Context: an optimization exercise on an open-source flow, tuned for small area, a short achievable clock period and few clock cycles per item. The choices shown serve that exercise and are no tape-out recipe. Function was not checked in any run shown here: the RTL went through the layout flow alone. Power and IR drop assume default switching activity.

==> flow/design.v <==
`default_nettype none
package acs_pkg;
  localparam int CHANNELS    = 4;
  localparam int MAX_RUN     = 1024;
  localparam int SAMPLE_BITS = 12;
  localparam int CH_W    = 2;
  localparam int LEN_W   = $clog2(MAX_RUN) + 1;    
  localparam int CNT_W   = $clog2(MAX_RUN);        
  localparam int SUM_W   = SAMPLE_BITS + $clog2(MAX_RUN);
  localparam int DB_W    = 12;
  localparam int GAIN_W  = 16;
  localparam int Q_FRAC  = 8;
  localparam int PROD_W  = SAMPLE_BITS + GAIN_W;
  localparam int MA_W    = 20;
  localparam int CFG_W   = 16;
  localparam int CFG_IDX_W = 2;
  localparam int JOB_W   = CH_W + 1 + SUM_W + LEN_W;
  localparam logic [CFG_IDX_W-1:0] REG_MEASURE_COUNT   = 2'd0;
  localparam logic [CFG_IDX_W-1:0] REG_CALIBRATE_COUNT = 2'd1;
  localparam logic [CFG_IDX_W-1:0] REG_DEADBAND        = 2'd2;
  localparam logic [CFG_IDX_W-1:0] REG_GAIN            = 2'd3;
  function automatic logic [CNT_W-1:0] count_limit(input logic [LEN_W-1:0] c);
    logic [CNT_W-1:0] r;
    if (c == '0) r = '0;
    else if (c > LEN_W'(MAX_RUN)) r = CNT_W'(MAX_RUN - 1);
    else r = CNT_W'(c - LEN_W'(1));
    count_limit = r;
  endfunction
endpackage
`default_nettype wire
`default_nettype none
module acs_queue (
  input  wire logic                            clk,
  input  wire logic                            rst,
  input  wire logic                            hold,
  input  wire logic                            s_valid,
  output logic                                 s_ready,
  input  wire logic [acs_pkg::CH_W-1:0]        s_channel,
  input  wire logic                            s_kind,
  input  wire logic [acs_pkg::SAMPLE_BITS-1:0] s_sample,
  output logic                                 n_valid,
  output logic [acs_pkg::CH_W-1:0]             n_ch,
  output logic                                 n_kind,
  output logic [acs_pkg::SAMPLE_BITS-1:0]      n_sample
);
  logic                            sk_valid;
  logic [acs_pkg::CH_W-1:0]        sk_ch;
  logic                            sk_kind;
  logic [acs_pkg::SAMPLE_BITS-1:0] sk_sample;
  logic                            take;
  assign s_ready  = !sk_valid;
  assign take     = s_valid && !sk_valid;
  assign n_valid  = sk_valid || take;
  assign n_ch     = sk_valid ? sk_ch     : s_channel;
  assign n_kind   = sk_valid ? sk_kind   : s_kind;
  assign n_sample = sk_valid ? sk_sample : s_sample;
  always_ff @(posedge clk) begin
    if (rst) sk_valid <= 1'b0;
    else if (hold) begin
      if (take) sk_valid <= 1'b1;
    end else begin
      sk_valid <= 1'b0;
    end
    if (hold && take) begin
      sk_ch     <= s_channel;
      sk_kind   <= s_kind;
      sk_sample <= s_sample;
    end
  end
endmodule
`default_nettype wire
`default_nettype none
module acs_front (
  input  wire logic                            clk,
  input  wire logic                            rst,
  input  wire logic                            hold,      
  input  wire logic [acs_pkg::CNT_W-1:0]       meas_lim,
  input  wire logic [acs_pkg::CNT_W-1:0]       cal_lim,
  input  wire logic                            n_valid,
  input  wire logic [acs_pkg::CH_W-1:0]        n_ch,
  input  wire logic                            n_kind,
  input  wire logic [acs_pkg::SAMPLE_BITS-1:0] n_sample,
  output logic                                 push,      
  output logic [acs_pkg::CH_W-1:0]             push_ch,
  output logic                                 push_kind,
  output logic [acs_pkg::SUM_W-1:0]            push_sum,
  output logic [acs_pkg::LEN_W-1:0]            push_len,
  output logic [6:0]                           push_len3,   
  output logic                                 push_small   
);
  logic [acs_pkg::SUM_W-1:0] run_sum  [acs_pkg::CHANNELS];
  logic [acs_pkg::CNT_W-1:0] run_len  [acs_pkg::CHANNELS];
  logic                      run_kind [acs_pkg::CHANNELS];
  logic                            in_valid;
  logic [acs_pkg::CH_W-1:0]        in_ch;
  logic                            in_kind;
  logic [acs_pkg::SAMPLE_BITS-1:0] in_sample;
  logic                      restart;
  logic [acs_pkg::SUM_W-1:0] base_sum;
  logic [acs_pkg::CNT_W-1:0] base_len;
  logic [acs_pkg::SUM_W-1:0] sum_next;
  logic [acs_pkg::LEN_W-1:0] len_next;
  logic                      done;
  always_ff @(posedge clk) begin
    if (rst) in_valid <= 1'b0;
    else if (!hold) in_valid <= n_valid;
    if (!hold) begin
      in_ch     <= n_ch;
      in_kind   <= n_kind;
      in_sample <= n_sample;
    end
  end
  always_comb begin
    restart  = (run_len[in_ch] != '0) && (run_kind[in_ch] != in_kind);
    base_sum = restart ? '0 : run_sum[in_ch];
    base_len = restart ? '0 : run_len[in_ch];
    sum_next = base_sum + acs_pkg::SUM_W'(in_sample);
    len_next = acs_pkg::LEN_W'(base_len) + acs_pkg::LEN_W'(1);
    done     = base_len >= (in_kind ? cal_lim : meas_lim);
  end
  always_ff @(posedge clk) begin
    if (rst) begin
      for (int i = 0; i < acs_pkg::CHANNELS; i++) begin
        run_sum[i]  <= '0;
        run_len[i]  <= '0;
        run_kind[i] <= 1'b0;
      end
    end else if (in_valid && !hold) begin
      run_kind[in_ch] <= in_kind;
      if (done) begin
        run_sum[in_ch] <= '0;
        run_len[in_ch] <= '0;
      end else begin
        run_sum[in_ch] <= sum_next;
        run_len[in_ch] <= len_next[acs_pkg::CNT_W-1:0];
      end
    end
  end
  assign push       = in_valid && done;
  assign push_ch    = in_ch;
  assign push_kind  = in_kind;
  assign push_sum   = sum_next;
  assign push_len   = len_next;
  assign push_len3  = 7'(len_next[4:0]) + 7'({len_next[4:0], 1'b0});
  assign push_small = base_len < acs_pkg::CNT_W'(16);
endmodule
`default_nettype wire
`default_nettype none
module acs_back #(
  parameter int SB = 5,     
  parameter int SK = 4,     
  parameter int LK = 1      
) (
  input  wire logic                        clk,
  input  wire logic                        rst,
  input  wire logic                        stall,
  input  wire logic [acs_pkg::DB_W-1:0]    deadband,
  input  wire logic [acs_pkg::GAIN_W-1:0]  gain,
  input  wire logic                        push,
  input  wire logic [acs_pkg::CH_W-1:0]    push_ch,
  input  wire logic                        push_kind,
  input  wire logic [acs_pkg::SUM_W-1:0]   push_sum,
  input  wire logic [acs_pkg::LEN_W-1:0]   push_len,
  input  wire logic [SB+1:0]               push_len3,
  input  wire logic                        push_small,
  output logic                             j_free,    
  output logic                             r_valid,
  output logic [acs_pkg::CH_W-1:0]         r_channel,
  output logic                             r_kind,
  output logic [acs_pkg::SAMPLE_BITS-1:0]  r_average,
  output logic [acs_pkg::MA_W-1:0]         r_current_ma
);
  localparam int QB = acs_pkg::SAMPLE_BITS;    
  localparam int LW = acs_pkg::LEN_W;
  localparam int RB = LW - 1;                  
  localparam int SR = SB - 1;                  
  localparam int NS = QB / SK;                 
  localparam int NL = QB / LK;                 
  localparam int CW = $clog2(NL + 1);
  logic                     j_valid;
  logic [acs_pkg::CH_W-1:0] j_ch;
  logic                     j_kind;
  logic [acs_pkg::SUM_W-1:0] j_sum;
  logic [LW-1:0]            j_len;
  logic [SB+1:0]            j_len3;
  logic                     j_small;
  logic [CW-1:0]            j_count;
  logic                     l_last;
  logic [RB-1:0]            l_rem_n;
  logic [QB-1:0]            l_q_n;
  always_comb begin
    logic [RB:0] trial;
    logic        fits;
    l_rem_n = j_sum[acs_pkg::SUM_W-1:QB];
    l_q_n   = j_sum[QB-1:0];
    for (int j = 0; j < LK; j++) begin
      trial   = {l_rem_n, l_q_n[QB-1]};
      fits    = trial >= {1'b0, j_len};
      l_rem_n = fits ? RB'(trial - {1'b0, j_len}) : trial[RB-1:0];
      l_q_n   = {l_q_n[QB-2:0], fits};
    end
  end
  assign l_last = j_valid && !j_small && j_count == CW'(NL - 1);
  assign j_free = !stall && (!j_valid || j_small || l_last);
  always_ff @(posedge clk) begin
    if (rst) j_valid <= 1'b0;
    else if (j_free) j_valid <= push;
    if (j_free) begin
      j_ch    <= push_ch;
      j_kind  <= push_kind;
      j_sum   <= push_sum;
      j_len   <= push_len;
      j_len3  <= push_len3;
      j_small <= push_small;
      j_count <= '0;
    end else if (!stall) begin
      j_sum   <= {l_rem_n, l_q_n};
      j_count <= j_count + CW'(1);
    end
  end
  localparam int T3 = SB + 2;                  
  logic            dv  [NS+1];
  logic [acs_pkg::CH_W-1:0] dch [NS+1];
  logic            dk  [NS+1];
  logic [SR-1:0]   drem[NS+1];
  logic [QB-1:0]   dq  [NS+1];
  logic [SB-1:0]   dlen[NS+1];
  logic [T3-1:0]   dl3 [NS+1];
  assign dv[0]   = j_valid && j_small;
  assign dch[0]  = j_ch;
  assign dk[0]   = j_kind;
  assign drem[0] = j_sum[QB+SR-1:QB];
  assign dq[0]   = j_sum[QB-1:0];
  assign dlen[0] = j_len[SB-1:0];
  assign dl3[0]  = j_len3;
  for (genvar s = 0; s < NS; s++) begin : g_div
    logic [SR-1:0] rem;
    logic [QB-1:0] q;
    logic [T3-1:0] trial;
    logic [T3:0]   d1, d2, d3;
    always_comb begin
      rem = drem[s];
      q   = dq[s];
      for (int j = 0; j < SK / 2; j++) begin
        trial = T3'({rem, q[QB-1:QB-2]});
        d1    = {1'b0, trial} - (T3+1)'(dlen[s]);
        d2    = {1'b0, trial} - (T3+1)'({dlen[s], 1'b0});
        d3    = {1'b0, trial} - (T3+1)'(dl3[s]);
        q     = {q[QB-3:0], 2'b00};
        if (!d3[T3]) begin
          rem  = SR'(d3);
          q[1:0] = 2'd3;
        end else if (!d2[T3]) begin
          rem  = SR'(d2);
          q[1:0] = 2'd2;
        end else if (!d1[T3]) begin
          rem  = SR'(d1);
          q[1:0] = 2'd1;
        end else begin
          rem  = SR'(trial);
        end
      end
    end
    if (s < NS - 1) begin : g_reg
      always_ff @(posedge clk) begin
        if (rst) dv[s+1] <= 1'b0;
        else if (!stall) dv[s+1] <= dv[s];
        if (!stall) begin
          dch[s+1]  <= dch[s];
          dk[s+1]   <= dk[s];
          drem[s+1] <= rem;
          dq[s+1]   <= q;
          dlen[s+1] <= dlen[s];
          dl3[s+1]  <= dl3[s];
        end
      end
    end else begin : g_last
      assign dv[s+1]   = dv[s];
      assign dch[s+1]  = dch[s];
      assign dk[s+1]   = dk[s];
      assign drem[s+1] = rem;
      assign dq[s+1]   = q;
      assign dlen[s+1] = dlen[s];
      assign dl3[s+1]  = dl3[s];
    end
  end
  logic                            p1_valid;
  logic [acs_pkg::CH_W-1:0]        p1_ch;
  logic                            p1_kind;
  logic [acs_pkg::SAMPLE_BITS-1:0] p1_avg;
  logic [acs_pkg::SAMPLE_BITS-1:0] zero_offset [acs_pkg::CHANNELS];
  logic [acs_pkg::SAMPLE_BITS-1:0] off;
  logic [acs_pkg::SAMPLE_BITS-1:0] corrected;
  always_ff @(posedge clk) begin
    if (rst) p1_valid <= 1'b0;
    else if (!stall) p1_valid <= dv[NS] || l_last;
    if (!stall) begin
      p1_ch   <= l_last ? j_ch    : dch[NS];
      p1_kind <= l_last ? j_kind  : dk[NS];
      p1_avg  <= l_last ? l_q_n   : dq[NS];
    end
  end
  assign off       = zero_offset[p1_ch];
  assign corrected = (p1_avg > off) ? p1_avg - off : '0;
  always_ff @(posedge clk) begin
    if (rst) begin
      for (int i = 0; i < acs_pkg::CHANNELS; i++) zero_offset[i] <= '0;
    end else if (!stall && p1_valid && p1_kind) begin
      zero_offset[p1_ch] <= p1_avg;
    end
  end
  localparam int PW = acs_pkg::PROD_W;
  localparam int FW = acs_pkg::Q_FRAC;
  logic                            p2_valid;
  logic [acs_pkg::CH_W-1:0]        p2_ch;
  logic                            p2_kind;
  logic [acs_pkg::SAMPLE_BITS-1:0] p2_avg;
  logic                            p2_pass;
  logic [acs_pkg::SAMPLE_BITS-1:0] p2_corr;
  always_ff @(posedge clk) begin
    if (rst) p2_valid <= 1'b0;
    else if (!stall) p2_valid <= p1_valid;
    if (!stall) begin
      p2_ch   <= p1_ch;
      p2_kind <= p1_kind;
      p2_avg  <= p1_avg;
      p2_pass <= !p1_kind && (corrected >= deadband);
      p2_corr <= corrected;
    end
  end
  logic [PW-1:0] row_a;
  logic [PW-1:0] row_b;
  logic [FW:0]   low_sum;
  logic [PW-1:0] r0 [12];
  logic [PW-1:0] r1 [8];
  logic [PW-1:0] r2 [6];
  logic [PW-1:0] r3 [4];
  logic [PW-1:0] r4 [3];
  always_comb begin
    for (int i = 0; i < 12; i++) r0[i] = p2_corr[i] ? (PW'(gain) << i) : '0;
    for (int i = 0; i < 4; i++) begin
      r1[2*i]   = r0[3*i] ^ r0[3*i+1] ^ r0[3*i+2];
      r1[2*i+1] = ((r0[3*i] & r0[3*i+1]) | (r0[3*i] & r0[3*i+2]) | (r0[3*i+1] & r0[3*i+2])) << 1;
    end
    for (int i = 0; i < 2; i++) begin
      r2[2*i]   = r1[3*i] ^ r1[3*i+1] ^ r1[3*i+2];
      r2[2*i+1] = ((r1[3*i] & r1[3*i+1]) | (r1[3*i] & r1[3*i+2]) | (r1[3*i+1] & r1[3*i+2])) << 1;
    end
    r2[4] = r1[6];
    r2[5] = r1[7];
    for (int i = 0; i < 2; i++) begin
      r3[2*i]   = r2[3*i] ^ r2[3*i+1] ^ r2[3*i+2];
      r3[2*i+1] = ((r2[3*i] & r2[3*i+1]) | (r2[3*i] & r2[3*i+2]) | (r2[3*i+1] & r2[3*i+2])) << 1;
    end
    r4[0] = r3[0] ^ r3[1] ^ r3[2];
    r4[1] = ((r3[0] & r3[1]) | (r3[0] & r3[2]) | (r3[1] & r3[2])) << 1;
    r4[2] = r3[3];
    row_a   = r4[0] ^ r4[1] ^ r4[2];
    row_b   = ((r4[0] & r4[1]) | (r4[0] & r4[2]) | (r4[1] & r4[2])) << 1;
    low_sum = (FW+1)'(row_a[FW-1:0]) + (FW+1)'(row_b[FW-1:0]);
  end
  logic                            p3_valid;
  logic [acs_pkg::CH_W-1:0]        p3_ch;
  logic                            p3_kind;
  logic [acs_pkg::SAMPLE_BITS-1:0] p3_avg;
  logic                            p3_pass;
  logic [PW-FW-1:0]                p3_a;
  logic [PW-FW-1:0]                p3_b;
  logic                            p3_c;
  logic [PW-FW-1:0]                scaled;
  logic [acs_pkg::MA_W-1:0]        ma;
  always_ff @(posedge clk) begin
    if (rst) p3_valid <= 1'b0;
    else if (!stall) p3_valid <= p2_valid;
    if (!stall) begin
      p3_ch   <= p2_ch;
      p3_kind <= p2_kind;
      p3_avg  <= p2_avg;
      p3_pass <= p2_pass;
      p3_a    <= row_a[PW-1:FW];
      p3_b    <= row_b[PW-1:FW];
      p3_c    <= low_sum[FW];
    end
  end
  assign scaled = p3_a + p3_b + (PW-FW)'(p3_c);
  assign ma = !p3_pass ? '0 :
              (scaled[PW-FW-1:acs_pkg::MA_W] != '0) ? {acs_pkg::MA_W{1'b1}} :
              scaled[acs_pkg::MA_W-1:0];
  always_ff @(posedge clk) begin
    if (rst) r_valid <= 1'b0;
    else if (!stall) r_valid <= p3_valid;
    if (!stall) begin
      r_channel    <= p3_ch;
      r_kind       <= p3_kind;
      r_average    <= p3_avg;
      r_current_ma <= ma;
    end
  end
endmodule
`default_nettype wire
`default_nettype none
module averaged_current_sense (
  input  wire logic                            clk,
  input  wire logic                            rst,
  input  wire logic                            s_valid,
  output logic                                 s_ready,
  input  wire logic [acs_pkg::CH_W-1:0]        s_channel,
  input  wire logic                            s_kind,
  input  wire logic [acs_pkg::SAMPLE_BITS-1:0] s_sample,
  output logic                                 r_valid,
  input  wire logic                            r_ready,
  output logic [acs_pkg::CH_W-1:0]             r_channel,
  output logic                                 r_kind,
  output logic [acs_pkg::SAMPLE_BITS-1:0]      r_average,
  output logic [acs_pkg::MA_W-1:0]             r_current_ma,
  input  wire logic                            cfg_we,
  input  wire logic [acs_pkg::CFG_IDX_W-1:0]   cfg_index,
  input  wire logic [acs_pkg::CFG_W-1:0]       cfg_data
);
  logic [acs_pkg::CNT_W-1:0]  meas_lim;    
  logic [acs_pkg::CNT_W-1:0]  cal_lim;     
  logic [acs_pkg::DB_W-1:0]   deadband;
  logic [acs_pkg::GAIN_W-1:0] gain;
  always_ff @(posedge clk) begin
    if (rst) begin
      meas_lim <= acs_pkg::CNT_W'(64 - 1);
      cal_lim  <= acs_pkg::CNT_W'(200 - 1);
      deadband <= acs_pkg::DB_W'(149);
      gain     <= acs_pkg::GAIN_W'(5158);
    end else if (cfg_we) begin
      case (cfg_index)
        acs_pkg::REG_MEASURE_COUNT:   meas_lim <= acs_pkg::count_limit(cfg_data[acs_pkg::LEN_W-1:0]);
        acs_pkg::REG_CALIBRATE_COUNT: cal_lim  <= acs_pkg::count_limit(cfg_data[acs_pkg::LEN_W-1:0]);
        acs_pkg::REG_DEADBAND:        deadband <= cfg_data[acs_pkg::DB_W-1:0];
        default:                      gain     <= cfg_data[acs_pkg::GAIN_W-1:0];
      endcase
    end
  end
  logic stall;
  logic j_free;
  logic hold;
  assign stall = r_valid && !r_ready;
  assign hold  = !j_free;
  logic                            n_valid;
  logic [acs_pkg::CH_W-1:0]        n_ch;
  logic                            n_kind;
  logic [acs_pkg::SAMPLE_BITS-1:0] n_sample;
  acs_queue u_queue (
    .clk(clk), .rst(rst), .hold(hold),
    .s_valid(s_valid), .s_ready(s_ready), .s_channel(s_channel),
    .s_kind(s_kind), .s_sample(s_sample),
    .n_valid(n_valid), .n_ch(n_ch), .n_kind(n_kind), .n_sample(n_sample)
  );
  logic                        push;
  logic [acs_pkg::CH_W-1:0]    push_ch;
  logic                        push_kind;
  logic [acs_pkg::SUM_W-1:0]   push_sum;
  logic [acs_pkg::LEN_W-1:0]   push_len;
  logic [6:0]                  push_len3;
  logic                        push_small;
  acs_front u_front (
    .clk(clk), .rst(rst), .hold(hold),
    .meas_lim(meas_lim), .cal_lim(cal_lim),
    .n_valid(n_valid), .n_ch(n_ch), .n_kind(n_kind), .n_sample(n_sample),
    .push(push), .push_ch(push_ch), .push_kind(push_kind), .push_sum(push_sum),
    .push_len(push_len), .push_len3(push_len3), .push_small(push_small)
  );
  acs_back u_back (
    .clk(clk), .rst(rst), .stall(stall),
    .deadband(deadband), .gain(gain),
    .push(push), .push_ch(push_ch), .push_kind(push_kind), .push_sum(push_sum),
    .push_len(push_len), .push_len3(push_len3), .push_small(push_small),
    .j_free(j_free),
    .r_valid(r_valid), .r_channel(r_channel), .r_kind(r_kind),
    .r_average(r_average), .r_current_ma(r_current_ma)
  );
endmodule
`default_nettype wire
==> flow/run.sh <==
#!/bin/bash
# synth_recipe.tcl (not shown) runs the flow's synth.tcl, then flattens the netlist and writes it again
# the make line also repeats each setting of config.mk as NAME=value (left out here)
make -C /OpenROAD-flow-scripts/flow DESIGN_CONFIG=/design/flow/config.mk WORK_HOME=/design/flow/orfs CLKGATE_MAP_FILE= SYNTH_SCRIPT=/design/flow/synth_recipe.tcl finish
==> flow/config.mk <==
export PLATFORM = sky130hd
export DESIGN_NAME = averaged_current_sense
export DESIGN_NICKNAME = averaged_current_sense
export VERILOG_FILES = /design/flow/design.v
export SDC_FILE = /design/flow/constraint.sdc
export NUM_CORES = 4
export LEC_CHECK = 0
export ABC_CLOCK_PERIOD_IN_PS = 3500
export CAP_MARGIN = 20
export CORE_MARGIN = 2
export CORE_UTILIZATION = 40
export SETUP_SLACK_MARGIN = 4.7
export SLEW_MARGIN = 20
==> flow/constraint.sdc <==
create_clock -name core_clock -period 8.5 [get_ports {clk}]
set_input_delay 1.7000 -clock core_clock [delete_from_list [all_inputs] [get_ports {clk}]]
set_output_delay 1.7000 -clock core_clock [all_outputs]
set_load 0.01 [all_outputs]
==> results of run 1 <==
==> worst max-delay path by stage <==
stage	to	slack (ps)	depth (start not counted)
2_1_floorplan	u_back.dch[1][0]	4290	3
3_5_place_dp	u_front.run_sum[0][6]	3300	6
5_1_grt	u_back.p2_pass	3980	18
3_3_place_gp	u_front.run_sum[0][7]	3270	6
6_report	u_back.p2_pass	4190	18
4_1_cts	u_back.p2_pass	4170	18
==> synth_stat cells (29+ instances only) <==
cell type,number
sky130_fd_sc_hd__inv_1,135
sky130_fd_sc_hd__dfxtp_1,49
sky130_fd_sc_hd__nor3_1,54
sky130_fd_sc_hd__nor2_1,173
sky130_fd_sc_hd__mux4_2,45
sky130_fd_sc_hd__xnor2_1,41
sky130_fd_sc_hd__edfxtp_1,376
sky130_fd_sc_hd__a21oi_1,81
sky130_fd_sc_hd__and2_1,53
sky130_fd_sc_hd__ha_1,149
sky130_fd_sc_hd__nand2_1,143
sky130_fd_sc_hd__clkbuf_1,52
sky130_fd_sc_hd__o21ai_0,68
sky130_fd_sc_hd__mux2i_1,29
sky130_fd_sc_hd__nor2b_1,32
==> routing by layer <==
metal	vias to the layer above	wire [µm]	global-route usage, %
li1	7270	-	-
met1	7607	23700	24.3
met2	394	27400	31.5
met3	101	2890	2.95
met4	0	1650	6.72
met5	-	0	0
==> state kept, by name, summed over array words and instances, names as in the netlist, 13 cells and up, named ones only <==
register / cells
u_back.dl3: 13
u_back.dq: 24
u_back.j_sum: 22
u_back.zero_offset: 48
u_front.run_len: 40
u_front.run_sum: 88
==> power breakdown <==
| part | switching [µW] | leakage, µW | internal (µW) | total, µW |
|---|---|---|---|---|
| combinational | 2470 | 0.00603 | 2460 | 4940 |
| clock | 835 | 0.000758 | 1230 | 2060 |
| sequential | 220 | 0.00431 | 2730 | 2950 |
==> cell families after synthesis <==
group	share of synthesized area [%]
xor gates and xnor gates	2.65
muxes	6.95
and+or+nand+nor	12.9
adders and majority gates	9.90
DFF	54.6
AOI/OAI and AO/OA	8.93
buffers and inverters	4.05
==> worst reg2reg max path, stage by stage, from the launching register on <==
cell and delay, ps:
sky130_fd_sc_hd__dfxtp_4 360, sky130_fd_sc_hd__mux4_2 530, sky130_fd_sc_hd__ha_4 190, sky130_fd_sc_hd__fa_2 360, sky130_fd_sc_hd__nor2b_4 140, sky130_fd_sc_hd__o21a_1 140, sky130_fd_sc_hd__nor2_2 40, sky130_fd_sc_hd__o211ai_1 240
sky130_fd_sc_hd__a311oi_2 170, sky130_fd_sc_hd__o21a_2 230, sky130_fd_sc_hd__or3_1 380, sky130_fd_sc_hd__ha_1 280, sky130_fd_sc_hd__nand2b_4 130, sky130_fd_sc_hd__a21o_1 170, sky130_fd_sc_hd__a21o_1 180, sky130_fd_sc_hd__a211oi_2 180
sky130_fd_sc_hd__o21bai_1 80, sky130_fd_sc_hd__a31oi_1 140, sky130_fd_sc_hd__o22ai_1 100
==> cell type report <==
class / instances / area share, %
inverter: 135 / 1.80
tap: 748 / 3.24
timing repair buffer: 252 / 8.65
clock buffer: 66 / 4.54
multi-input combinational: 1234 / 38.3
sequential: 425 / 42.6
timing repair inverter: 1 / 0.0174
clock inverter: 20 / 0.859
==> stage by stage <==
step	cell area, µm²	hold slack (ps)
global route	28800	421
detailed placement	24100	405
finish	28800	417
floorplan	22800	400
global placement	24100	401
CTS	27300	409
==> repair_timing <==
item | in CTS | in global routing
hold endpoints to repair | 0 | 0
gates resized for setup | 153 | 210
buffers inserted | 88 | 64
pin swaps | 79 | 94
cloned | 5 | 6
endpoints found under the setup margin | 285 | 266
==> summary.txt, run 1 <==
The flow ran to the end and the layout has no timing, DRC or antenna violations. For the worst flop-to-flop path, the logic depth is 18. The final layout net count is 2300. The worst hold path terminates at u_back.dq[2][11].

After routing, the total negative slack on setup checks comes to 0 ps. The total power is 9950 µW, and the post-place setup slack is 3300 ps. The synthesized netlist occupies a cell area of 22500 µm².

The DRC violations left was 0; the average cell area after synthesis was 12.0 µm². After detailed routing, the average wire length per cell comes to 19.3 µm. The initial cell density of the core was 40.6%. After layout, the worst path uses 50.7% of the clock period.

In this design, the largest share of critical-path delay is due to compound AO/OA/AOI/OAI gates. For this run, the number of Yosys warnings is 24. The endpoint identified for the worst register-to-register timing path is u_back.p2_pass. Traced cell by cell, the critical path runs through mux4_2 > ha_4 > fa_2 > nor2b_4 > o21a_1 > nor2_2 > o211ai_1 > a311oi_2 > o21a_2 > or3_1 > ha_1 > nand2b_4 > a21o_1 > a21o_1 > a211oi_2 > o21bai_1 > a31oi_1 > o22ai_1.

After clock tree synthesis, the clock-pin slew on the worst setup and hold paths is 60 ps. The count of buffers added on input and output ports is 70. For the setup slack on the worst flop-to-flop path, the log shows 4190 ps.

The die width works out to 241 µm. On the critical path, the stage with the largest delay is an instance of sky130_fd_sc_hd__mux4_2. At the end of the flow the core is filled with cells to 52.1%.

For the pin with the worst max-slew slack, the measured transition is 924 ps. The count of different cell masters after synthesis was 67. Setup repair after global routing could not meet its margin everywhere. Yosys mapped a number of flops with a built-in enable equal to 376. Counting stages on the worst path, the most repeated cell is sky130_fd_sc_hd__a21o_1. Counting every sink on the clock net gives 425. The die area was 58100 µm²; the core area was 55300 µm². The highest fanout seen on the critical path came out at 3.

Once routing completed, OpenROAD measured the worst setup slack at 4190 ps. Worst min-delay path class: reg -> reg. Leakage power: 0.0111 µW.

Post-route non-filler standard cell count: 2881. The congestion estimate from routability-driven global placement came to 0.850. The worst hold path cell count came out at 0. The largest area contributor in the synthesized netlist is sky130_fd_sc_hd__edfxtp_1. The final hold violation count is 0, and the die outline height is 241 µm. After legalization and detailed placement, the total HPWL measured 33.7 mm. For the remaining number of nets flagged by the antenna check after routing, the log shows 0.

The clock passes through at most 3 buffers. After synthesis, the share of flip-flops with an asynchronous set or reset is 0%. The H-tree level count is 2, and the detailed-routing iteration count for the pre-antenna-repair pass is 5. TritonCTS built the clock tree. Measured against its own limit, the worst slew margin works out to 38.3%. In the final layout, flip-flops and latches occupy 12300 µm². Cells with a size suffix above 1 make up 28.4% of the layout. The power density relative to cell area was 345 nW/µm². The logs give 0 for the number of antenna violations at the first check in global routing and 1345 for the initial DRC count. The via count of the first global-routing pass was 15200. The largest clock skew in the final design is 14.9 ps. The post-route minimum period was 4310 ps; the buffers plus inverters on the worst setup path was 0.

The footprint of the multi-input gates is 11000 µm², and the total of max-cap violations is 0. The largest single stage delay on the critical path is 530 ps. The first global-routing pass estimated 83.9 mm of wire.

The tools report the highest clock rate as 0.232 GHz. Startpoint of the lowest-slack hold path: u_back.dq[1][7]. The total overflow left after global routing is 0. Cell count after synthesis: 1876. The tools report the library cell used as clock root buffer as sky130_fd_sc_hd__clkbuf_16. The number of diodes was 0. The tools report the number of CTS-inserted buffers as 46. Type of destination of the critical path: a flop.

Worst endpoint data arrival time: 4640 ps. For the total global-route track usage, the log shows 18.6%. The worst endpoint required time came out at 8830 ps. For the number of cells in the design after placement, the log shows 2632. The tools report the type of element launching the critical path as a flop. The critical setup path kind is reg -> reg. The vias after detailed routing is 15400. The top cell type's share of synthesized area came out at 50.2%.

Entering global routing, the biggest net connects 56 pins. The layout overhead on the synthesized area is 28.4%. For this block, the routed nets add up to 55.7 mm of wire.

For the count of pins on the block boundary, the log shows 75. Most common cell after layout, fill and taps aside: sky130_fd_sc_hd__edfxtp_1. In the layout the commonest cells are sky130_fd_sc_hd__edfxtp_1 (376), sky130_fd_sc_hd__nor2_1 (144), sky130_fd_sc_hd__buf_4 (132), sky130_fd_sc_hd__nand2_1 (130), sky130_fd_sc_hd__ha_1 (120). The predominant post-synthesis flop cell was sky130_fd_sc_hd__edfxtp_1. The net count after synthesis is 2081, and the number of synthesized register bits is 425. Hold repair after CTS inserted 0 buffers. The floorplan has 86 rows. By area the synthesized netlist is led by sky130_fd_sc_hd__edfxtp_1 (50%), sky130_fd_sc_hd__ha_1 (8.3%), sky130_fd_sc_hd__mux4_2 (4.5%), sky130_fd_sc_hd__dfxtp_1 (4.4%), sky130_fd_sc_hd__nor2_1 (2.9%). Counting the fill cells in the layout gives 4680.

Detail-routed via count per cell: 5.34. Setup violations remaining at the end of the flow were counted as 0. The later pin in the worst-skew pair is clocked with a latency of 590 ps. The worst-case IR drop observed on VDD is 0.000267 V.

Number of max-slew violations in the final report: 0. For the portion of the post-synthesis area used by sequential elements, the log shows 54.6%.
==> run 2, diff against run 1 <==
--- a/flow/config.mk
+++ b/flow/config.mk
@@ -11,2 +11,3 @@
 export CORE_UTILIZATION = 40
+export CTS_BUF_LIST = sky130_fd_sc_hd__clkbuf_4 sky130_fd_sc_hd__clkbuf_8
 export SETUP_SLACK_MARGIN = 4.7
==> summary.txt, run 2 <==
The flow ran to the end and the layout has no timing, DRC or antenna violations. The initial cell density of the core is 40.6% (unchanged). The largest clock skew in the final design came out at 25.1 ps (was 14.9 ps). The slew at the pin with the worst max-slew slack is 1010 ps (was 924 ps), and the total global-route track usage is 18.8% (was 18.6%). For the met2 layer usage reported by global route, the log shows 31.7% (was 31.5%).

The highest clock rate is 0.231 GHz (was 0.232 GHz), and the switching power summed over all nets is 3450 µW (was 3530 µW). The run gives 24 (unchanged) as the yosys synthesis warning count. The placed wire-length estimate is 33.7 mm (unchanged). The logs give 0 (unchanged) for the global route total overflow and 0 (unchanged) for the count of endpoints failing setup in the final report.

The global-route wire length before repair is 84.4 mm (was 83.9 mm), and the number of clock sinks is 425 (unchanged). The fraction of registers with async set/reset was 0% (unchanged). The delay contributed by the slowest stage of the critical path is 530 ps (about the same). The layout overhead on the synthesized area came out at 24.8% (was 28.4%). Most frequent cell on the critical path: sky130_fd_sc_hd__a21o_1 (unchanged).

The detailed-routing iteration count for the pre-antenna-repair pass is 5 (unchanged), and the share of the clock period used by the worst path after layout is 50.8% (was 50.7%). Number of cell rows: 86 (unchanged). The post-route minimum period works out to 4320 ps (was 4310 ps). The cell count after synthesis came out at 1876 (unchanged). For the core area, the log shows 55300 µm² (unchanged). The highest fanout seen on the critical path is 3 (unchanged), and the final total negative setup slack is 0 ps (unchanged). Setup repair after global routing could not meet its margin everywhere. The total of max-cap violations is 0 (unchanged), and the worst endpoint required time is 8900 ps (was 8830 ps).

The count of different cell masters after synthesis came out at 67 (unchanged). For the power share of the sequential group, the log shows 31.0% (was 29.6%). Library cell used as clock root buffer: sky130_fd_sc_hd__clkbuf_8 (was sky130_fd_sc_hd__clkbuf_16). The run gives 15300 (was 15400) as the vias after detailed routing. The tools report the met3 track demand over resource as 3.10% (was 2.95%).

Net count after synthesis: 2081 (unchanged). The top cell type's share of synthesized area is 50.2% (unchanged), and the remaining number of nets flagged by the antenna check after routing is 0 (unchanged). Family with the most delay on the worst path: compound AO/OA/AOI/OAI gates (unchanged). The count of pins on the block boundary was 75 (unchanged). Top cells by area in the synthesized netlist: sky130_fd_sc_hd__edfxtp_1 (50%), sky130_fd_sc_hd__ha_1 (8.3%), sky130_fd_sc_hd__mux4_2 (4.5%), sky130_fd_sc_hd__dfxtp_1 (4.4%), sky130_fd_sc_hd__nor2_1 (2.9%) (unchanged). The type of element launching the critical path was a flop (unchanged). Largest net degree at the start of global routing: 56 (unchanged). Top cells by instance count after synthesis: sky130_fd_sc_hd__edfxtp_1 (376), sky130_fd_sc_hd__nor2_1 (173), sky130_fd_sc_hd__ha_1 (149), sky130_fd_sc_hd__nand2_1 (143), sky130_fd_sc_hd__inv_1 (135) (unchanged).

The clock-pin transition on the worst setup and hold timing paths was 60 ps (about the same). The DRC violations left was 0 (unchanged). The layout cell share with drive strength beyond 1 was 26.7% (was 28.4%); the cell area after technology mapping was 22500 µm² (unchanged). The number of port buffers was 70 (unchanged); the die area was 58100 µm² (unchanged). Largest regs: u_front.run_sum (88), u_back.zero_offset (48), u_front.run_len (40) (unchanged). For the portion of the post-synthesis area used by sequential elements, the log shows 54.6% (unchanged). The flip-flop count of the largest register, all copies and words added works out to 88 (unchanged). The critical setup path kind was reg -> reg (unchanged). The logs give 0 (unchanged) for the number of diodes and 49.2% (was 49.6%) for the part of the power in combinational logic.

Net switching fraction of the power: 36.2% (was 35.5%). The layer with the highest usage after global routing is met2 (unchanged). The register name with the most flops was u_front.run_sum (unchanged). Highest ir drop seen on vdd: 0.000281 V (was 0.000267 V). The detail-routed net length per standard cell was 18.8 µm (was 19.3 µm).

The detail-routed via count per cell works out to 5.25 (was 5.34). The aggregate routed wire length is 54.8 mm (was 55.7 mm). Worst min-delay path class: reg -> reg (unchanged).

Power density relative to cell area: 340 nW/µm² (was 345 nW/µm²). Predominant post-synthesis flop cell: sky130_fd_sc_hd__edfxtp_1 (unchanged). The buffers plus inverters on the worst setup path was 0 (unchanged). The run gives 0.850 (unchanged) as the last weighted congestion value of the routability-driven placer.

The tools report the sequential cell area as 12300 µm² (unchanged). The run gives 0.0108 µW (was 0.0111 µW) as the leakage power. Number of synthesized flops with an enable pin: 376 (unchanged). TritonCTS built the clock tree. The logs give 3 (unchanged) for the maximum clock insertion buffer count and 32.8% (was 38.3%) for the worst relative slew slack. The average cell area after synthesis was 12.0 µm² (unchanged). The number of antenna violations at the first check in global routing is 0 (unchanged). The worst endpoint data arrival time came out at 4720 ps (was 4640 ps). The final hold violation count came out at 0 (unchanged). The tools report the final layout net count as 2305 (was 2300). Critical path cell sequence: mux4_2 > ha_4 > fa_2 > nor2b_4 > o21a_1 > nor2_2 > o211ai_1 > a311oi_2 > o21a_2 > or3_1 > ha_1 > nand2b_4 > a21o_1 > a21o_1 > a211oi_2 > o21bai_1 > a31oi_1 > o22ai_1 (unchanged). The largest area contributor in the synthesized netlist was sky130_fd_sc_hd__edfxtp_1 (unchanged).

The H-tree level count was 3 (was 2). The footprint of the multi-input gates came out at 10700 µm² (was 11000 µm²). The tools report the initial DRC count as 1082 (was 1345). The internal power consumption was 6080 µW (was 6420 µW); the via count of the first global-routing pass was 15600 (was 15200). The type of destination of the critical path was a flop (unchanged). For the number of max-slew violations in the final report, the log shows 0 (unchanged).

The tools report the number of CTS-inserted buffers as 77 (was 46). The run gives 24.2% (was 24.3%) as the routing usage on met1. The insertion delay of the later-clocked pin in the worst-skew pair is 660 ps (was 590 ps).

The leading cell type by number of instances after synthesis is sky130_fd_sc_hd__edfxtp_1 (unchanged). The cell type of the slowest stage on the worst timing path is sky130_fd_sc_hd__mux4_2 (unchanged). Top library cells by usage in the layout, fill and taps aside: sky130_fd_sc_hd__edfxtp_1 (376), sky130_fd_sc_hd__nor2_1 (149), sky130_fd_sc_hd__nand2_1 (139), sky130_fd_sc_hd__ha_1 (129), sky130_fd_sc_hd__buf_4 (123) (was sky130_fd_sc_hd__edfxtp_1 (376), sky130_fd_sc_hd__nor2_1 (144), sky130_fd_sc_hd__buf_4 (132), sky130_fd_sc_hd__nand2_1 (130), sky130_fd_sc_hd__ha_1 (120)). The number of synthesized register bits works out to 425 (unchanged). The most common cell after layout, fill and taps aside is sky130_fd_sc_hd__edfxtp_1 (unchanged). The number of fill cells in the layout is 4830 (was 4680).

Smallest hold slack: 417 ps (about the same). The die width was 241 µm (unchanged); the clock share of power was 19.9% (was 20.7%). The die outline height came out at 241 µm (unchanged).
==> run 2: worst paths after layout <==
path | startpoint | slack (ps) | endpoint | cells past startpoint
worst max register to register | flop | 4180 | u_back.p2_pass | 18
worst min register to register | u_back.p3_avg[8] | 420 | u_back.r_average[8] | 0
worst max-delay path | flop | 4180 | u_back.p2_pass | 18
worst min-delay path | u_back.p3_avg[8] | 420 | u_back.r_average[8] | 0
==> run 2: through the flow <==
| stage | area (µm²) | cells | power, µW | util, % | setup WS (ps) |
|---|---|---|---|---|---|
| after floorplan | 22800 | 1876 | 5570 | - | 4290 |
| after CTS | 27300 | 2868 | 9060 | 49.3 | 4180 |
| after global routing | 28100 | 2909 | 10200 | 50.7 | 3980 |
| after detailed placement | 24100 | 2632 | 6450 | 43.6 | 3300 |
| final | 28100 | 2909 | 9520 | 50.7 | 4180 |
| after global placement | 24100 | 2632 | 6350 | 43.6 | 3270 |
==> run 2: final cells by class <==
cell class,count,share of cell area [%]
repair buffers,225,7.62
inverters,135,1.85
flip-flops and latches,425,43.8
clock buffers,108,4.74
clock inverters,32,0.633
well taps,748,3.34
repair inverters,1,0.0178
multi-input cells,1235,38.0
==> run 2: cell families after synthesis <==
group,count (synthesis),synth area share [%]
AO/OA/AOI/OAI,310,8.93
XOR/XNOR,68,2.65
buffers and inverters,218,4.05
AND/OR/NAND/NOR,591,12.9
adder cells (fa/ha/maj),167,9.90
flip-flops,425,54.6
multiplexers,97,6.95
==> run 2: power groups by stage <==
| stage | clock (µW) | sequential (µW) | combinational [µW] |
|---|---|---|---|
| floorplan | 0 | 2900 | 2670 |
| global placement | 0 | 2990 | 3360 |
| detailed placement | 0 | 3000 | 3450 |
| CTS | 1950 | 2950 | 4160 |
| global route | 2030 | 2990 | 5160 |
| finish | 1890 | 2950 | 4680 |
==> run 2: per-layer routing <==
metal,share of wire [%],routed length [µm],vias to the layer above
met4,3.3,1840,0
met5,0,0,-
met1,43,23600,7480
met2,49,26800,389
li1,-,-,7294
met3,4.6,2520,110
==> run 2: timing repair <==
action | 4_1_cts | 5_1_grt
hold buffers | 0 | 0
pin swaps | 70 | 74
setup endpoints to repair | 285 | 216
buffers inserted | 91 | 40
cloned | 5 | 1
gates resized for setup | 148 | 113
==> run 3, diff against run 2 <==
--- a/flow/design.v
+++ b/flow/design.v
@@ -50,3 +50,4 @@
   logic                            take;
-  assign s_ready  = !sk_valid;
+  logic                            ready_q;    
+  assign s_ready  = ready_q;
   assign take     = s_valid && !sk_valid;
@@ -57,7 +58,13 @@
   always_ff @(posedge clk) begin
-    if (rst) sk_valid <= 1'b0;
-    else if (hold) begin
-      if (take) sk_valid <= 1'b1;
+    if (rst) begin
+      sk_valid <= 1'b0;
+      ready_q  <= 1'b1;
+    end else if (hold) begin
+      if (take) begin
+        sk_valid <= 1'b1;
+        ready_q  <= 1'b0;
+      end
     end else begin
       sk_valid <= 1'b0;
+      ready_q  <= 1'b1;
     end
@@ -304,2 +311,14 @@
   assign corrected = (p1_avg > off) ? p1_avg - off : '0;
+  localparam int TW = acs_pkg::SAMPLE_BITS + 2;
+  logic [TW-1:0] t_a, t_b, t_c, t_x, t_y, t_diff;
+  logic          p1_pass;
+  always_comb begin
+    t_a    = TW'(p1_avg);
+    t_b    = ~(TW'(off));
+    t_c    = ~(TW'(deadband));
+    t_x    = t_a ^ t_b ^ t_c;
+    t_y    = {((t_a & t_b) | (t_a & t_c) | (t_b & t_c)), 1'b1};
+    t_diff = t_x - ~t_y;
+    p1_pass = !p1_kind && ((deadband == '0) || ((p1_avg > off) && !t_diff[TW-1]));
+  end
   always_ff @(posedge clk) begin
@@ -326,3 +345,3 @@
       p2_avg  <= p1_avg;
-      p2_pass <= !p1_kind && (corrected >= deadband);
+      p2_pass <= p1_pass;
       p2_corr <= corrected;
==> summary.txt, run 3 <==
The run finished with no timing, DRC or antenna violations. The post-route cell area came out at 28100 µm² (about the same). The average cell area after synthesis was 12.4 µm² (was 12.0 µm²).

Post-detailed-placement cell area: 24000 µm² (was 24100 µm²). The tools report the largest net degree at the start of global routing as 65 (was 56). The tools report the count of endpoints failing setup in the final report as 0 (unchanged). The dominant combinational cell family by area after synthesis is simple AND/OR/NAND/NOR gates (unchanged).

The initial DRC count came out at 1222 (was 1082). Maximum clock insertion buffer count: 3 (unchanged). The run gives 1 (was 0) as the number of antenna violations at the first check in global routing. The met3 track demand over resource is 2.88% (was 3.10%), and the top cell type's share of synthesized area is 50.2% (about the same).

The post-route minimum period was 4030 ps (was 4320 ps). Top cells by area in the synthesized netlist: sky130_fd_sc_hd__edfxtp_1 (50%), sky130_fd_sc_hd__ha_1 (8.2%), sky130_fd_sc_hd__dfxtp_1 (4.4%), sky130_fd_sc_hd__mux4_2 (3.5%), sky130_fd_sc_hd__nor2_1 (2.6%) (was sky130_fd_sc_hd__edfxtp_1 (50%), sky130_fd_sc_hd__ha_1 (8.3%), sky130_fd_sc_hd__mux4_2 (4.5%), sky130_fd_sc_hd__dfxtp_1 (4.4%), sky130_fd_sc_hd__nor2_1 (2.9%)). TritonCTS built the clock tree. For the portion of the post-synthesis area used by sequential elements, the log shows 54.6% (about the same).

The detailed-routing iteration count for the pre-antenna-repair pass is 5 (unchanged), and the placed wire-length estimate is 35.2 mm (was 33.7 mm). The largest area contributor in the synthesized netlist was sky130_fd_sc_hd__edfxtp_1 (unchanged). The run gives 2031 (was 2081) as the net count after synthesis. The tools report the largest clock skew in the final design as 40.0 ps (was 25.1 ps).

The share of the clock period used by the worst path after layout is 47.4% (was 50.8%). The routing usage on met1 was 25.1% (was 24.2%). The number of fill cells in the layout is 4773 (was 4830). Register name with the most flops: u_front.run_sum (unchanged). The remaining number of nets flagged by the antenna check after routing was 0 (unchanged); the fraction of registers with async set/reset was 0% (unchanged).

The count of different cell masters after synthesis is 82 (was 67). The adder and majority cell fraction of the synthesized area is 10.8% (was 9.90%). The layer with the highest usage after global routing was met2 (unchanged). The type of destination of the critical path was a flop (unchanged). The detail-routed via count per cell is 5.34 (was 5.25). For the vias after detailed routing, the log shows 15200 (was 15300). Slew at the pin with the worst max-slew slack: 970 ps (was 1010 ps). The tools report the worst endpoint required time as 8840 ps (was 8900 ps). The run gives 0 (unchanged) as the number of diodes. The die area came out at 58100 µm² (about the same). Critical setup path kind: reg -> reg (unchanged). The final total negative setup slack is 0 ps (unchanged), and the number of synthesized register bits is 426 (was 425). The last weighted congestion value of the routability-driven placer is 0.827 (was 0.850), and the detail-routed net length per standard cell is 20.0 µm (was 18.8 µm). The total of max-cap violations is 0 (unchanged), and the compound-cell area share of the yosys netlist is 8.75% (was 8.93%). Core area: 55300 µm² (unchanged). The run gives 0 (unchanged) as the DRC violations left. For the final hold violation count, the log shows 0 (unchanged). For the count of pins on the block boundary, the log shows 75 (unchanged). The simple-gate share of the synthesized area is 12.1% (was 12.9%), and the yosys synthesis warning count is 24 (unchanged). The power density relative to cell area works out to 346 nW/µm² (was 340 nW/µm²).

Worst min-delay path class: reg -> reg (unchanged). For the via count of the first global-routing pass, the log shows 15400 (was 15600). The predominant post-synthesis flop cell was sky130_fd_sc_hd__edfxtp_1 (unchanged).

Highest fanout seen on the critical path: 6 (was 3). The run gives 40.7% (was 40.6%) as the initial cell density of the core. The layout cell share with drive strength beyond 1 was 27.6% (was 26.7%). The number of max-slew violations in the final report is 0 (unchanged).

Library cell used as clock root buffer: sky130_fd_sc_hd__clkbuf_8 (unchanged). For the global-route wire length before repair, the log shows 85.7 mm (was 84.4 mm). The final layout net count is 2268 (was 2305), and the flip-flop count of the largest register, all copies and words added is 88 (unchanged).

For the highest ir drop seen on vdd, the log shows 0.000250 V (was 0.000281 V). The total of hold buffers inserted after clock tree synthesis was 0 (unchanged). The global route total overflow was 0 (unchanged); the number of clock sinks was 426 (was 425).

Setup repair after global routing could not meet its margin everywhere. The die outline height came out at 241 µm (about the same). Xor and xnor fraction of the mapped netlist area: 2.32% (was 2.65%). The number of cell rows is 86 (unchanged). Most common cell after layout, fill and taps aside: sky130_fd_sc_hd__edfxtp_1 (unchanged). The logs give 1817 (was 1876) for the cell count after synthesis and 32.7% (was 31.7%) for the met2 layer usage reported by global route.

The clock-pin transition on the worst setup and hold timing paths is 60 ps (about the same). The cell area after technology mapping came out at 22500 µm² (about the same). The total global-route track usage is 19.2% (was 18.8%).

Die width: 241 µm (about the same). The layout overhead on the synthesized area came out at 24.9% (was 24.8%). Startpoint of the lowest-slack hold path: u_back.p3_pass (was u_back.p3_avg[8]). The number of port buffers is 70 (unchanged). The number of synthesized flops with an enable pin was 376 (unchanged). For the highest clock rate, the log shows 0.248 GHz (was 0.231 GHz). Insertion delay of the later-clocked pin in the worst-skew pair: 630 ps (was 660 ps). The mux share of post-synthesis cell area is 7.42% (was 6.95%), and the aggregate routed wire length is 57.0 mm (was 54.8 mm). Largest regs: u_front.run_sum (88), u_back.zero_offset (48), u_front.run_len (40) (unchanged). The tools report the leakage power as 0.0108 µW (about the same). The worst endpoint data arrival time is 4360 ps (was 4720 ps). The tools report the type of element launching the critical path as a flop (unchanged). The tools report the worst relative slew slack as 35.1% (was 32.8%). Top library cells by usage in the layout, fill and taps aside: sky130_fd_sc_hd__edfxtp_1 (376), sky130_fd_sc_hd__ha_1 (129), sky130_fd_sc_hd__nor2_1 (123), sky130_fd_sc_hd__buf_4 (123), sky130_fd_sc_hd__nand2_1 (117) (was sky130_fd_sc_hd__edfxtp_1 (376), sky130_fd_sc_hd__nor2_1 (149), sky130_fd_sc_hd__nand2_1 (139), sky130_fd_sc_hd__ha_1 (129), sky130_fd_sc_hd__buf_4 (123)). Leading cell type by number of instances after synthesis: sky130_fd_sc_hd__edfxtp_1 (unchanged). The tools report the H-tree level count as 3 (unchanged).

Top cells by instance count after synthesis: sky130_fd_sc_hd__edfxtp_1 (376), sky130_fd_sc_hd__nor2_1 (154), sky130_fd_sc_hd__ha_1 (148), sky130_fd_sc_hd__nand2_1 (124), sky130_fd_sc_hd__inv_1 (121) (was sky130_fd_sc_hd__edfxtp_1 (376), sky130_fd_sc_hd__nor2_1 (173), sky130_fd_sc_hd__ha_1 (149), sky130_fd_sc_hd__nand2_1 (143), sky130_fd_sc_hd__inv_1 (135)). The number of CTS-inserted buffers came out at 71 (was 77).
==> run 3: through the flow <==
stage | setup slack, ps | hold WS (ps) | utilization [%] | std cells | total power [µW]
2_1_floorplan | 4290 | 400 | - | 1817 | 5560
3_3_place_gp | 2860 | 400 | 43.5 | 2578 | 6470
3_5_place_dp | 2870 | 405 | 43.5 | 2578 | 6550
4_1_cts | 4560 | 414 | 48.6 | 2790 | 9010
5_1_grt | 4370 | 424 | 50.8 | 2852 | 10300
6_report | 4470 | 410 | 50.8 | 2852 | 9710
==> run 3: final timing paths <==
kind | cells past startpoint | endpoint | slack [ps]
worst max register to register | 19 | u_back.j_sum[10] | 4470
worst min-delay path | 0 | u_back.r_current_ma[18] | 410
worst max-delay path | 19 | u_back.j_sum[10] | 4470
worst min register to register | 0 | u_back.r_current_ma[18] | 410
==> run 3: logic make-up after synthesis <==
family / Yosys count
AO/OA/AOI/OAI: 304
XOR/XNOR: 57
adder cells (fa/ha/maj): 178
buffers and inverters: 201
flip-flops: 426
multiplexers: 103
AND/OR/NAND/NOR: 548
==> run 3: timing repair <==
| item | CTS | global route |
|---|---|---|
| pin swaps | 80 | 89 |
| endpoints found under the setup margin | 282 | 251 |
| setup buffers | 84 | 57 |
| gates resized for setup | 155 | 165 |
| gates cloned | 5 | 5 |
==> run 3: power by group <==
part / internal [µW] / total, µW / switching, µW
Combinational: 2390 / 4910 / 2510
Clock: 970 / 1800 / 826
Sequential: 2760 / 3010 / 253
==> run 3: cell type report <==
cell class	count	area, µm²	area share, %
Multi-Input combinational cell	1193	10700	38.0
Clock buffer	95	1180	4.21
Timing Repair Buffer	241	2350	8.38
Sequential cell	426	12300	43.8
Clock inverter	28	200	0.712
Inverter	121	458	1.63
Tap cell	748	936	3.33
==> run 3: worst max-delay path, cell delays in order, from the launching register on <==
cell and delay [ps]:
sky130_fd_sc_hd__dfxtp_4 390, sky130_fd_sc_hd__buf_12 120, sky130_fd_sc_hd__mux4_2 560, sky130_fd_sc_hd__nor4_4 320, sky130_fd_sc_hd__nand4_1 150, sky130_fd_sc_hd__buf_6 170
sky130_fd_sc_hd__nand2_8 100, sky130_fd_sc_hd__and2_4 150, sky130_fd_sc_hd__ha_4 130, sky130_fd_sc_hd__fa_2 200, sky130_fd_sc_hd__a211o_1 120, sky130_fd_sc_hd__o211ai_1 140
sky130_fd_sc_hd__buf_4 190, sky130_fd_sc_hd__a211oi_4 200, sky130_fd_sc_hd__buf_6 180, sky130_fd_sc_hd__buf_6 110, sky130_fd_sc_hd__nor2_4 30, sky130_fd_sc_hd__xor2_2 210
sky130_fd_sc_hd__buf_4 170, sky130_fd_sc_hd__o21ai_0 70
==> run 3: layer usage <==
layer | up-vias | wire length [µm]
met2 | 412 | 28200
li1 | 7140 | -
met1 | 7563 | 24500
met5 | - | 8
met3 | 107 | 2860
met4 | 2 | 1470
==> run 4, diff against run 3 <==
==> flow/flow/run.sh (new file) <==
#!/bin/bash
# The standard layout, with buf_2 port buffers and resizing not held to a cell's footprint.
bash standard.sh MATCH_CELL_FOOTPRINT=0 "BUFFER_PORTS_ARGS=-buffer_cell sky130_fd_sc_hd__buf_2" finish > standard.log 2>&1
==> flow/standard.sh (new file) <==
#!/bin/bash
# synth_recipe.tcl (not shown) runs the flow's synth.tcl, then flattens the netlist and writes it again
# the make line also repeats each setting of config.mk as NAME=value (left out here)
make -C /OpenROAD-flow-scripts/flow DESIGN_CONFIG=/design/flow/config.mk WORK_HOME=/design/flow/orfs CLKGATE_MAP_FILE= SYNTH_SCRIPT=/design/flow/synth_recipe.tcl "${@:-finish}"
--- a/flow/config.mk
+++ b/flow/config.mk
@@ -11,3 +11,2 @@
 export CORE_UTILIZATION = 40
-export CTS_BUF_LIST = sky130_fd_sc_hd__clkbuf_4 sky130_fd_sc_hd__clkbuf_8
 export SETUP_SLACK_MARGIN = 4.7
removed: flow/run.sh
==> summary.txt, run 4 <==
Flip-flop count of the largest register, all copies and words added: 88 (unchanged). The predominant post-synthesis flop cell is sky130_fd_sc_hd__edfxtp_1 (unchanged). Top cells by instance count after synthesis: sky130_fd_sc_hd__edfxtp_1 (376), sky130_fd_sc_hd__nor2_1 (154), sky130_fd_sc_hd__ha_1 (148), sky130_fd_sc_hd__nand2_1 (124), sky130_fd_sc_hd__inv_1 (121) (unchanged). The number of cell rows came out at 86 (unchanged).

Setup repair after global routing could not meet its margin everywhere. Critical path cell sequence: mux4_2 > buf_12 > xnor2_4 > nand2_8 > and2_4 > ha_4 > fa_2 > a211o_1 > o211ai_1 > buf_4 > a21oi_2 > o21ai_1 > nand2b_1 > xnor2_4 > o21ai_1 (was buf_12 > mux4_2 > nor4_4 > nand4_1 > buf_6 > nand2_8 > and2_4 > ha_4 > fa_2 > a211o_1 > o211ai_1 > buf_4 > a211oi_4 > buf_6 > buf_6 > nor2_4 > xor2_2 > buf_4 > o21ai_0). The logs give 3 (unchanged) for the maximum clock insertion buffer count and 75 (unchanged) for the count of pins on the block boundary. Setup slack on the worst flop-to-flop path: 4470 ps (about the same). The detail-routed net length per standard cell came out at 19.9 µm (was 20.0 µm).

Register name with the most flops: u_front.run_sum (unchanged). Number of synthesized register bits: 426 (unchanged). The flow ran to the end and the layout has no timing, DRC or antenna violations. The die outline height is 241 µm (unchanged), and the DRC violations left is 0 (unchanged). Top cells by area in the synthesized netlist: sky130_fd_sc_hd__edfxtp_1 (50%), sky130_fd_sc_hd__ha_1 (8.2%), sky130_fd_sc_hd__dfxtp_1 (4.4%), sky130_fd_sc_hd__mux4_2 (3.5%), sky130_fd_sc_hd__nor2_1 (2.6%) (unchanged). For the die area, the log shows 58100 µm² (unchanged). The layout cell share with drive strength beyond 1 was 30.4% (was 27.6%). TritonCTS built the clock tree. The logs give 40.7% (unchanged) for the initial cell density of the core and 4360 ps (about the same) for the worst endpoint data arrival time. The run gives 0 (unchanged) as the total of max-cap violations. The total global-route track usage was 18.8% (was 19.2%). The leading cell type by number of instances after synthesis is sky130_fd_sc_hd__edfxtp_1 (unchanged). The placed wire-length estimate came out at 33.9 mm (was 35.2 mm). The tools report the net count after synthesis as 2031 (unchanged). The family with the most delay on the worst path was compound AO/OA/AOI/OAI gates (was buffers and inverters). The number of synthesized flops with an enable pin is 376 (unchanged).

The startpoint of the lowest-slack hold path was u_back.p3_avg[1] (was u_back.p3_pass). Top library cells by usage in the layout, fill and taps aside: sky130_fd_sc_hd__edfxtp_1 (376), sky130_fd_sc_hd__buf_4 (126), sky130_fd_sc_hd__ha_1 (125), sky130_fd_sc_hd__nand2_1 (119), sky130_fd_sc_hd__inv_1 (107) (was sky130_fd_sc_hd__edfxtp_1 (376), sky130_fd_sc_hd__ha_1 (129), sky130_fd_sc_hd__nor2_1 (123), sky130_fd_sc_hd__buf_4 (123), sky130_fd_sc_hd__nand2_1 (117)). The tools report the library cell used as clock root buffer as sky130_fd_sc_hd__clkbuf_16 (was sky130_fd_sc_hd__clkbuf_8). The logs give 82 (unchanged) for the count of different cell masters after synthesis and 84.2 mm (was 85.7 mm) for the global-route wire length before repair.

Worst min-delay path class: reg -> reg (unchanged). The number of clock sinks is 426 (unchanged). The via count of the first global-routing pass was 15200 (was 15400). The logs give 0 (unchanged) for the number of max-slew violations in the final report and 0 ps (unchanged) for the final total negative setup slack. For the remaining number of nets flagged by the antenna check after routing, the log shows 0 (unchanged).

Number of CTS-inserted buffers: 45 (was 71). The tools report the final hold violation count as 0 (unchanged). The insertion delay of the later-clocked pin in the worst-skew pair was 580 ps (was 630 ps); the leakage power was 0.0109 µW (was 0.0108 µW).

The power density relative to cell area came out at 352 nW/µm² (was 346 nW/µm²). For the worst relative slew slack, the log shows 36.2% (was 35.1%). The logs give 0.838 (was 0.827) for the last weighted congestion value of the routability-driven placer and 2255 (was 2268) for the final layout net count. The type of element launching the critical path was a flop (unchanged). The largest area contributor in the synthesized netlist was sky130_fd_sc_hd__edfxtp_1 (unchanged). The most common cell after layout, fill and taps aside was sky130_fd_sc_hd__edfxtp_1 (unchanged). The largest net degree at the start of global routing is 93 (was 65), and the number of antenna violations at the first check in global routing is 0 (was 1). The fraction of registers with async set/reset was 0% (unchanged). The H-tree level count came out at 2 (was 3).

For the initial DRC count, the log shows 1134 (was 1222). The portion of the post-synthesis area used by sequential elements is 54.6% (unchanged). For the worst endpoint required time, the log shows 8820 ps (was 8840 ps). The average cell area after synthesis is 12.4 µm² (unchanged). The yosys synthesis warning count was 24 (unchanged); the top cell type's share of synthesized area was 50.2% (unchanged). Critical setup path kind: reg -> reg (unchanged). The post-route minimum period was 4030 ps (about the same).

The number of port buffers works out to 70 (unchanged). The cell type of the slowest stage on the worst timing path is sky130_fd_sc_hd__mux4_2 (unchanged). The buffers plus inverters on the worst setup path works out to 2 (was 6).

Core area: 55300 µm² (unchanged). Highest clock rate: 0.248 GHz (about the same). The share of the clock period used by the worst path after layout was 47.5% (was 47.4%). The detail-routed via count per cell works out to 5.41 (was 5.34). For the global route total overflow, the log shows 0 (unchanged). For the number of diodes, the log shows 0 (unchanged). The count of endpoints failing setup in the final report is 0 (unchanged), and the delay contributed by the slowest stage of the critical path is 590 ps (was 560 ps). Cell area after technology mapping: 22500 µm² (unchanged).

The highest fanout seen on the critical path is 7 (was 6), and the aggregate routed wire length is 56.3 mm (was 57.0 mm). The highest ir drop seen on vdd was 0.000232 V (was 0.000250 V); the die width was 241 µm (unchanged). The vias after detailed routing is 15300 (was 15200), and the slew at the pin with the worst max-slew slack is 953 ps (was 970 ps). The largest clock skew in the final design came out at 26.0 ps (was 40.0 ps). The clock-pin transition on the worst setup and hold timing paths was 60 ps (about the same); the total power was 9880 µW (was 9710 µW). The detailed-routing iteration count for the pre-antenna-repair pass was 5 (unchanged). Largest regs: u_front.run_sum (88), u_back.zero_offset (48), u_front.run_len (40) (unchanged). Type of destination of the critical path: a flop (unchanged). The cell count after synthesis was 1817 (unchanged); the layout overhead on the synthesized area was 24.9% (about the same).
## run 4: kinds of logic (layout without fill, tap and decap cells)
logic type,Yosys count,after routing,share of synthesized area (%)
AOI/OAI and AO/OA,304,304,8.75
xor gates and xnor gates,57,57,2.32
adders and majority gates,178,178,10.8
buffers and inverters,201,458,3.97
DFF,426,426,54.6
muxes,103,103,7.42
and+or+nand+nor,548,550,12.1
## run 4: worst register-to-register path: cells and delay by family, from the launching register on
family / cells / cell delay, ps
AO/OA/AOI/OAI: 5 / 830
multiplexers: 1 / 590
XOR/XNOR: 2 / 570
adder cells (fa/ha/maj): 2 / 550
flip-flops: 1 / 450
AND/OR/NAND/NOR: 3 / 430
buffers and inverters: 2 / 380
## run 4: cell type report
cell class | instances | area, µm²
Fill cell | 4780 | 27200
Sequential cell | 426 | 12300
Multi-Input combinational cell | 1192 | 10800
Timing Repair Buffer | 255 | 2170
Clock buffer | 58 | 1170
Tap cell | 748 | 936
Inverter | 121 | 463
Clock inverter | 24 | 195
## run 4: through the flow
step	util [%]	area [µm²]	hold WS [ps]	std cells	setup WS [ps]
after floorplan	-	22700	400	1817	4320
after global placement	42.8	23700	400	2578	3480
after detailed placement	42.8	23700	405	2578	3420
after CTS	48.4	26700	418	2770	4560
after global routing	50.8	28100	421	2824	4320
final	50.8	28100	417	2824	4470
## run 4: timing repair
item | in CTS | in global routing
hold buffers | 0 | 0
gates cloned | 7 | 6
setup buffers | 103 | 48
resized for setup | 175 | 202
pin swaps | 88 | 84
setup endpoints to repair | 201 | 181
## run 4: final timing paths
check	cells after the start	end
min	0	u_back.r_average[1]
min reg2reg	0	u_back.r_average[1]
max reg2reg	15	u_back.j_sum[8]
max	15	u_back.j_sum[8]
## run 4: report_power, final
part | internal [µW] | switching [µW]
clock network | 1070 | 815
logic | 2450 | 2550
registers | 2750 | 245
total | 6270 | 3610
## run 4: layer usage
| layer | vias to the layer above | track usage (%) | part of all wire (%) |
|---|---|---|---|
| met3 | 113 | 3.11 | 5.6 |
| met4 | 0 | 6.14 | 2.6 |
| met2 | 441 | 32.1 | 50 |
| met1 | 7587 | 24.2 | 42 |
| met5 | - | 0 | 0 |
| li1 | 7142 | - | - |
==> run 5, diff against run 4 <==
--- a/flow/design.v
+++ b/flow/design.v
@@ -104,2 +104,3 @@
   logic [acs_pkg::SAMPLE_BITS-1:0] in_sample;
+  logic                            in_restart;    
   logic                      restart;
@@ -110,2 +111,10 @@
   logic                      done;
+  logic fwd;
+  logic n_busy;
+  logic n_run_kind;
+  always_comb begin
+    fwd        = in_valid && (n_ch == in_ch);
+    n_busy     = fwd ? !done   : (run_len[n_ch] != '0);
+    n_run_kind = fwd ? in_kind : run_kind[n_ch];
+  end
   always_ff @(posedge clk) begin
@@ -114,5 +123,6 @@
     if (!hold) begin
-      in_ch     <= n_ch;
-      in_kind   <= n_kind;
-      in_sample <= n_sample;
+      in_ch      <= n_ch;
+      in_kind    <= n_kind;
+      in_sample  <= n_sample;
+      in_restart <= n_busy && (n_run_kind != n_kind);
     end
@@ -120,3 +130,3 @@
   always_comb begin
-    restart  = (run_len[in_ch] != '0) && (run_kind[in_ch] != in_kind);
+    restart  = in_restart;
     base_sum = restart ? '0 : run_sum[in_ch];
==> summary.txt, run 5 <==
The total of hold buffers inserted after clock tree synthesis was 0 (unchanged). The number of max-slew violations in the final report came out at 0 (unchanged). The flow ran to the end and the layout has no timing, DRC or antenna violations. The switching power summed over all nets was 3540 µW (was 3610 µW). Die width: 242 µm (was 241 µm).

The via count of the first global-routing pass was 14600 (was 15200). Top cells by area in the synthesized netlist: sky130_fd_sc_hd__edfxtp_1 (50%), sky130_fd_sc_hd__ha_1 (8.2%), sky130_fd_sc_hd__dfxtp_1 (4.4%), sky130_fd_sc_hd__nor2_1 (3.5%), sky130_fd_sc_hd__mux4_2 (2.7%) (was sky130_fd_sc_hd__edfxtp_1 (50%), sky130_fd_sc_hd__ha_1 (8.2%), sky130_fd_sc_hd__dfxtp_1 (4.4%), sky130_fd_sc_hd__mux4_2 (3.5%), sky130_fd_sc_hd__nor2_1 (2.6%)). The run gives 9540 µW (was 9880 µW) as the total power.

The power density relative to cell area was 368 nW/µm² (was 352 nW/µm²); the worst endpoint data arrival time was 4060 ps (was 4360 ps). The smallest hold slack was 417 ps (about the same); the initial cell density of the core was 40.2% (was 40.7%). The layout overhead on the synthesized area was 14.6% (was 24.9%); the global-route wire length before repair was 81.2 mm (was 84.2 mm). The top cell type's share of synthesized area was 50.1% (was 50.2%); the flip-flop count of the largest register, all copies and words added was 88 (unchanged). For the highest clock rate, the log shows 0.266 GHz (was 0.248 GHz). The placed wire-length estimate came out at 34.9 mm (was 33.9 mm). The maximum clock insertion buffer count is 3 (unchanged). Post-place setup slack: 3830 ps (was 3420 ps). The remaining number of nets flagged by the antenna check after routing is 0 (unchanged), and the detail-routed via count per cell is 5.25 (was 5.41). The run gives 54.5% (was 54.6%) as the portion of the post-synthesis area used by sequential elements. Count of different cell masters after synthesis: 74 (was 82).

The most common cell after layout, fill and taps aside was sky130_fd_sc_hd__edfxtp_1 (unchanged). The library cell used as clock root buffer is sky130_fd_sc_hd__clkbuf_16 (unchanged). The tools report the count of pins on the block boundary as 75 (unchanged). Type of destination of the critical path: a flop (unchanged).

TritonCTS built the clock tree. The logs give 0 ps (unchanged) for the final total negative setup slack and 51.1 mm (was 56.3 mm) for the aggregate routed wire length. Number of cell rows: 87 (was 86). For the DRC violations left, the log shows 0 (unchanged).

Initial DRC count: 891 (was 1134).
-- run 5: power groups by stage --
stage,Combinational [µW],Sequential (µW),Clock [µW]
floorplan,2940,3020,0
global placement,3730,3140,0
detailed placement,3840,3140,0
CTS,4180,3090,1860
global route,5190,3140,1930
finish,4640,3090,1810
-- run 5: worst max-delay path, cell delays in order, from the launching register on --
cell and delay, ps:
sky130_fd_sc_hd__edfxtp_1 410, sky130_fd_sc_hd__buf_4 180, sky130_fd_sc_hd__inv_4 100, sky130_fd_sc_hd__ha_4 210
sky130_fd_sc_hd__nor2b_4 120, sky130_fd_sc_hd__o2111ai_2 220, sky130_fd_sc_hd__nand3_2 140, sky130_fd_sc_hd__o21ai_4 220
sky130_fd_sc_hd__mux2i_4 350, sky130_fd_sc_hd__ha_4 250, sky130_fd_sc_hd__nor2b_1 120, sky130_fd_sc_hd__o21ai_1 120
sky130_fd_sc_hd__nand2b_1 80, sky130_fd_sc_hd__a21oi_2 180, sky130_fd_sc_hd__and3_4 240, sky130_fd_sc_hd__mux2_4 300
sky130_fd_sc_hd__o221a_4 250
-- run 5: final cells by class --
type                    instances  share of cell area (%)
well taps                     756                    3.65
flip-flops and latches        427                    47.6
clock buffers                  49                    4.24
diodes                          1                 0.00966
clock inverters                29                   0.840
repair buffers                150                    3.90
inverters                     124                    1.83
multi-input cells            1227                    38.0
-- run 5: cell families (layout without fill, tap and decap cells) --
family                     count (synthesis)  count (layout)  synth area share (%)
AOI/OAI and AO/OA                        290             290                  8.24
xor gates and xnor gates                  65              65                  2.59
other                                      0               1                     0
muxes                                    101             101                  7.29
and+or+nand+nor                          595             595                  12.8
buffers and inverters                    201             352                  3.88
adders and majority gates                176             176                  10.7
DFF                                      427             427                  54.5
-- run 5: through the flow --
| stage | cells | cell area, µm² | util (%) |
|---|---|---|---|
| 2_1_floorplan | 1855 | 22700 | - |
| 5_1_grt | 2762 | 25900 | 46.1 |
| 6_report | 2763 | 25900 | 46.1 |
| 4_1_cts | 2731 | 25500 | 45.3 |
| 3_5_place_dp | 2627 | 23700 | 42.2 |
| 3_3_place_gp | 2627 | 23700 | 42.2 |
-- run 5: repair_timing --
| action | CTS | global route |
|---|---|---|
| buffers inserted | 25 | 31 |
| hold endpoints to repair | 0 | 0 |
| gates resized for setup | 47 | 45 |
| pin swaps | 12 | 30 |
| endpoints found under the setup margin | 158 | 132 |
| cloned | 1 | 0 |
-- run 5: final timing paths --
kind	from	end	slack [ps]	cells after the start
worst max-delay path	u_back.dlen[1][1]	u_back.drem[2][2]	4740	16
worst min-delay path	u_back.p2_avg[6]	u_back.p3_avg[6]	420	0
worst max register to register	u_back.dlen[1][1]	u_back.drem[2][2]	4740	16
worst min register to register	u_back.p2_avg[6]	u_back.p3_avg[6]	420	0
-- run 5: per-layer routing --
layer / global-route usage (%) / vias to the layer above / part of all wire (%)
li1: - / 6997 / -
met1: 23.2 / 7157 / 44
met2: 30.0 / 297 / 50
met3: 2.35 / 65 / 4.3
met4: 4.05 / 2 / 1.8
met5: 0 / - / 0.018

Check on run 5: ideal ports give 4.744 ns setup slack; a clkbuf_16 on the clock port and buf_2 on the inputs give 4.744 ns; moving port delays by the midpoint clock arrival (0.606 ns) as well gives 4.300 ns.
